Source: an optimization exercise on an open RTL-to-GDS flow (aim: small area, a short achievable clock period and few clock cycles per item). Production flows keep margins and buffers that such runs may drop. At most, simulation tests tie the RTL to the original design; equivalence was not proved. No activity file was given, so power comes from the tool's default toggle rates.

==> raven <==
// conv_core
module conv_core
(
	input  logic      clk,
	input  logic      rst,
	input  logic      csr_wr,
	input  logic      csr_rd,
	input  conv_pkg::csr_addr_t csr_addr,
	input  conv_pkg::csr_data_t csr_wdata,
	output logic      csr_rd_vld,
	output conv_pkg::csr_data_t csr_rdata,
	input  logic      dat_vld,
	input  conv_pkg::dat_vec_t  dat,
	input  conv_pkg::dat_vec_t  wt,
	input  logic      last,
	input  conv_pkg::dat_t      res,
	output logic      out_vld,
	output conv_pkg::dat_t      out_dat
);
==> module conv_csr, before the edit <==
module conv_csr
(
	input  logic        clk,
	input  logic        rst,
	input  logic        csr_wr,
	input  logic        csr_rd,
	input  logic [1:0]  csr_addr,
	input  logic [31:0] csr_wdata,
	output logic        csr_rd_vld,
	output logic [31:0] csr_rdata,
	output logic        relu_en,
	output logic        res_en,
	output logic [4:0]  out_shift
);
	localparam logic [31:0] ID = 32'h434f_4e56;
	logic [4:0] rd_lo;
	logic       rd_id;
	always_ff @(posedge clk) begin
		if (rst) begin
			relu_en   <= 1'b0;
			res_en    <= 1'b0;
			out_shift <= '0;
		end else if (csr_wr) begin
			if (csr_addr == 2'd0) begin
				relu_en <= csr_wdata[0];
				res_en  <= csr_wdata[1];
			end
			if (csr_addr == 2'd1) begin
				out_shift <= csr_wdata[4:0];
			end
		end
	end
	always_ff @(posedge clk) begin
		if (rst) begin
			csr_rd_vld <= 1'b0;
		end else begin
			csr_rd_vld <= csr_rd;
		end
	end
	always_ff @(posedge clk) begin
		case (csr_addr)
			2'd0:  rd_lo <= {3'b000, res_en, relu_en};
			2'd1: rd_lo <= out_shift;
			2'd2:    rd_lo <= ID[4:0];
			default:            rd_lo <= 5'd0;
		endcase
		rd_id <= (csr_addr == 2'd2);
	end
	assign csr_rdata = {ID[31:5] & {27{rd_id}}, rd_lo};
endmodule
==> module conv_requant, before the edit <==
module conv_requant
(
	input  logic        clk,
	input  logic        rst,
	input  logic        acc_vld,
	input  logic [23:0] acc_a,
	input  logic [23:0] acc_b,
	input  logic [7:0]  acc_res,
	input  logic        relu_en,
	input  logic        res_en,
	input  logic [4:0]  out_shift,
	output logic        out_vld,
	output logic [7:0]  out_dat
);
	logic [23:0] sum;
	logic [24:0] ext;
	logic [14:0] mask;
	logic        q_vld;
	logic [9:0]  q_win;
	logic        q_ovf;
	logic        q_neg;
	logic [7:0]  q_res;
	logic [9:0]  rsum;
	logic [7:0]  sat;
	always_comb begin
		sum  = acc_a + acc_b;
		ext  = $signed({sum, 1'b0}) >>> out_shift;
		for (int j = 0; j < 15; j++) begin
			mask[j] = ({1'b0, out_shift} <= 6'(j));
		end
	end
	always_ff @(posedge clk) begin
		if (rst) begin
			q_vld   <= 1'b0;
			out_vld <= 1'b0;
		end else begin
			q_vld   <= acc_vld;
			out_vld <= q_vld;
		end
	end
	always_ff @(posedge clk) begin
		q_win <= ext[9:0];
		q_ovf <= |((sum[22:8] ^ {15{sum[23]}}) & mask);
		q_neg <= sum[23];
		q_res <= acc_res;
	end
	always_comb begin
		rsum = {q_win[9], q_win[9:1]} + {9'd0, q_win[0]}
			+ (res_en ? {{2{q_res[7]}}, q_res} : 10'd0);
		if (q_ovf) begin
			sat = q_neg ? (relu_en ? 8'h00 : 8'h80) : 8'h7f;
		end else if (rsum[9] && relu_en) begin
			sat = 8'h00;
		end else if (!rsum[9] && rsum[8:7] != 2'b00) begin
			sat = 8'h7f;
		end else if (rsum[9] && rsum[8:7] != 2'b11) begin
			sat = 8'h80;
		end else begin
			sat = rsum[7:0];
		end
	end
	always_ff @(posedge clk) begin
		out_dat <= sat;
	end
endmodule
export LEC_CHECK = 0
export CAP_MARGIN = 20
export CORE_MARGIN = 2
export CORE_UTILIZATION = 40
export SLEW_MARGIN = 20
export SYNTH_HIERARCHICAL = 1
create_clock -name core_clock -period 11.0 [get_ports {clk}]
standard.sh (not shown) runs the stock make flow with config.mk's settings and CLKGATE_MAP_FILE= SYNTH_SCRIPT=/design/flow/synth_recipe.tcl, a recipe that flattens the netlist after the stock synthesis.
==> flow/flow/run.sh <==
#!/bin/bash
# The standard layout, with small port buffers in place of the default delay cells.
set -euo pipefail
bash standard.sh "BUFFER_PORTS_ARGS=-buffer_cell sky130_fd_sc_hd__buf_1" finish > standard.log 2>&1
==> inputs of fjord, as changes to raven <==
--- a/flow/design.v
+++ b/flow/design.v
@@ -22,7 +22,7 @@
 );
 	localparam logic [31:0] ID = 32'h434f_4e56;
 	logic [4:0] rd_lo;
-	logic       rd_id;
+	logic [2:0] rd_id;
 	always_ff @(posedge clk) begin
 		if (rst) begin
 			relu_en   <= 1'b0;
@@ -52,9 +52,16 @@
 			2'd2:    rd_lo <= ID[4:0];
 			default:            rd_lo <= 5'd0;
 		endcase
-		rd_id <= (csr_addr == 2'd2);
+		rd_id[0] <= (csr_addr == 2'd2);
+		rd_id[1] <= (csr_addr == 2'd2) & csr_rd;
+		rd_id[2] <= (csr_addr == 2'd2) & ~rst;
+	end
+	always_comb begin
+		csr_rdata = {27'd0, rd_lo};
+		for (int k = 5; k < 32; k++) begin
+			csr_rdata[k] = ID[k] & rd_id[k % 3];
+		end
 	end
-	assign csr_rdata = {ID[31:5] & {27{rd_id}}, rd_lo};
 endmodule
 module conv_mac
 (
@@ -937,21 +944,23 @@
 	output logic [7:0]  out_dat
 );
 	logic [23:0] sum;
-	logic [24:0] ext;
-	logic [14:0] mask;
+	logic [40:0] ext;
+	logic [40:0] sh;
+	logic [10:0] part;
 	logic        q_vld;
-	logic [9:0]  q_win;
+	logic [10:0] q_part;
 	logic        q_ovf;
 	logic        q_neg;
 	logic [7:0]  q_res;
+	logic [9:0]  win;
+	logic        ovf;
 	logic [9:0]  rsum;
 	logic [7:0]  sat;
 	always_comb begin
 		sum  = acc_a + acc_b;
-		ext  = $signed({sum, 1'b0}) >>> out_shift;
-		for (int j = 0; j < 15; j++) begin
-			mask[j] = ({1'b0, out_shift} <= 6'(j));
-		end
+		ext  = {{16{sum[23]}}, sum, 1'b0};
+		sh   = $signed(ext) >>> {out_shift[4:1], 1'b0};
+		part = sh[10:0];
 	end
 	always_ff @(posedge clk) begin
 		if (rst) begin
@@ -963,15 +972,16 @@
 		end
 	end
 	always_ff @(posedge clk) begin
-		q_win <= ext[9:0];
-		q_ovf <= |((sum[22:8] ^ {15{sum[23]}}) & mask);
-		q_neg <= sum[23];
-		q_res <= acc_res;
+		q_part <= part;
+		q_ovf  <= |(sh[32:11] ^ {22{sum[23]}});
+		q_neg  <= sum[23];
+		q_res  <= acc_res & {8{res_en}};
 	end
 	always_comb begin
-		rsum = {q_win[9], q_win[9:1]} + {9'd0, q_win[0]}
-			+ (res_en ? {{2{q_res[7]}}, q_res} : 10'd0);
-		if (q_ovf) begin
+		win = out_shift[0] ? q_part[10:1] : q_part[9:0];
+		ovf = q_ovf || (q_part[10] != q_neg) || (!out_shift[0] && q_part[9] != q_neg);
+		rsum = 10'(({win[9], win[9:1], 1'b1} + {{2{q_res[7]}}, q_res, win[0]}) >> 1);
+		if (ovf) begin
 			sat = q_neg ? (relu_en ? 8'h00 : 8'h80) : 8'h7f;
 		end else if (rsum[9] && relu_en) begin
 			sat = 8'h00;
==> flow/flow/run.sh (replaced) <==
#!/bin/bash
# The standard layout with three changes to how it is made: small port
# buffers in place of the default delay cells, clock-tree synthesis with
# larger sink clusters and no dummy loads, and timing repair that aims for
# 7.7 ns of setup slack on the 11 ns clock.
set -euo pipefail
bash standard.sh \
	"BUFFER_PORTS_ARGS=-buffer_cell sky130_fd_sc_hd__buf_1" \
	"CTS_ARGS=-sink_clustering_enable -repair_clock_nets -dont_use_dummy_load -sink_clustering_size 30 -sink_clustering_max_diameter 100" \
	SETUP_SLACK_MARGIN=7.7 \
	finish > standard.log 2>&1
==> notes.md <==
| metric | fjord | raven |
|---|---|---|
| Fraction of the yosys area taken by sequential cells | 29.45% | 29.42% |
| Switching fraction of total power | 44.16% | 41.93% |
| Run status | complete, no violations | complete, no violations |
| Utilization after layout | 42.43% | 43.87% |
| Max-slew headroom | 42.10% | 38.57% |
| Post-synthesis mux area share | 1.744% | 1.670% |
| Weighted congestion at the end of routability-driven global placement | 0.9388 | 0.9378 |
| Maximum frequency from static timing analysis | 307.2 MHz | 273.5 MHz |
| Grt met3 use | 1.710% | 2.455% |
| Total number of vias | 16017 | 15887 |
| Flip-flop and latch count after synthesis | 363 | 360 |
| RSZ-0062 raised after global routing | true | false |
| Master of the slowest instance on the critical path | fa_1 | a211oi_1 |
| Clock Sink Count | 363 | 360 |
| Synthesized-area fraction occupied by ao, oa, aoi and oai cells | 13.95% | 13.46% |
| Seq area share | 28.04% | 27.17% |
| Well Taps | 790 | 782 |
| Rows | 91 | 90 |
Testbench counts of fjord, summed over its fixed seeds: cycles 16,701, beats 16,661.
Only the layout flow was run in raven; the RTL was not checked for function there.

-- what the ideal ports hide --
The results above use ideal ports. As a check the final layouts listed here were re-extracted and re-timed, cells and wires unchanged.
Step 1, drivers: a clkbuf_16 drives clk and a buf_2 each remaining input, both assumed.
Step 2 also shifts input and output timing later by t, the mid clock arrival at the registers, as if the neighbouring blocks saw the same clock.
Slacks: ideal ports / drivers / drivers and shift; pairs: ideal ports / drivers.
run | t, ns | slack for setup (ns) | worst register clock-pin slew, ns
raven | 0.620 | 7.343 / 7.343 / 7.343 | 0.06 / 0.06
fjord | 0.609 | 7.745 / 7.686 / 7.745 | 0.10 / 0.10
After both steps setup and hold are still met in every run listed.
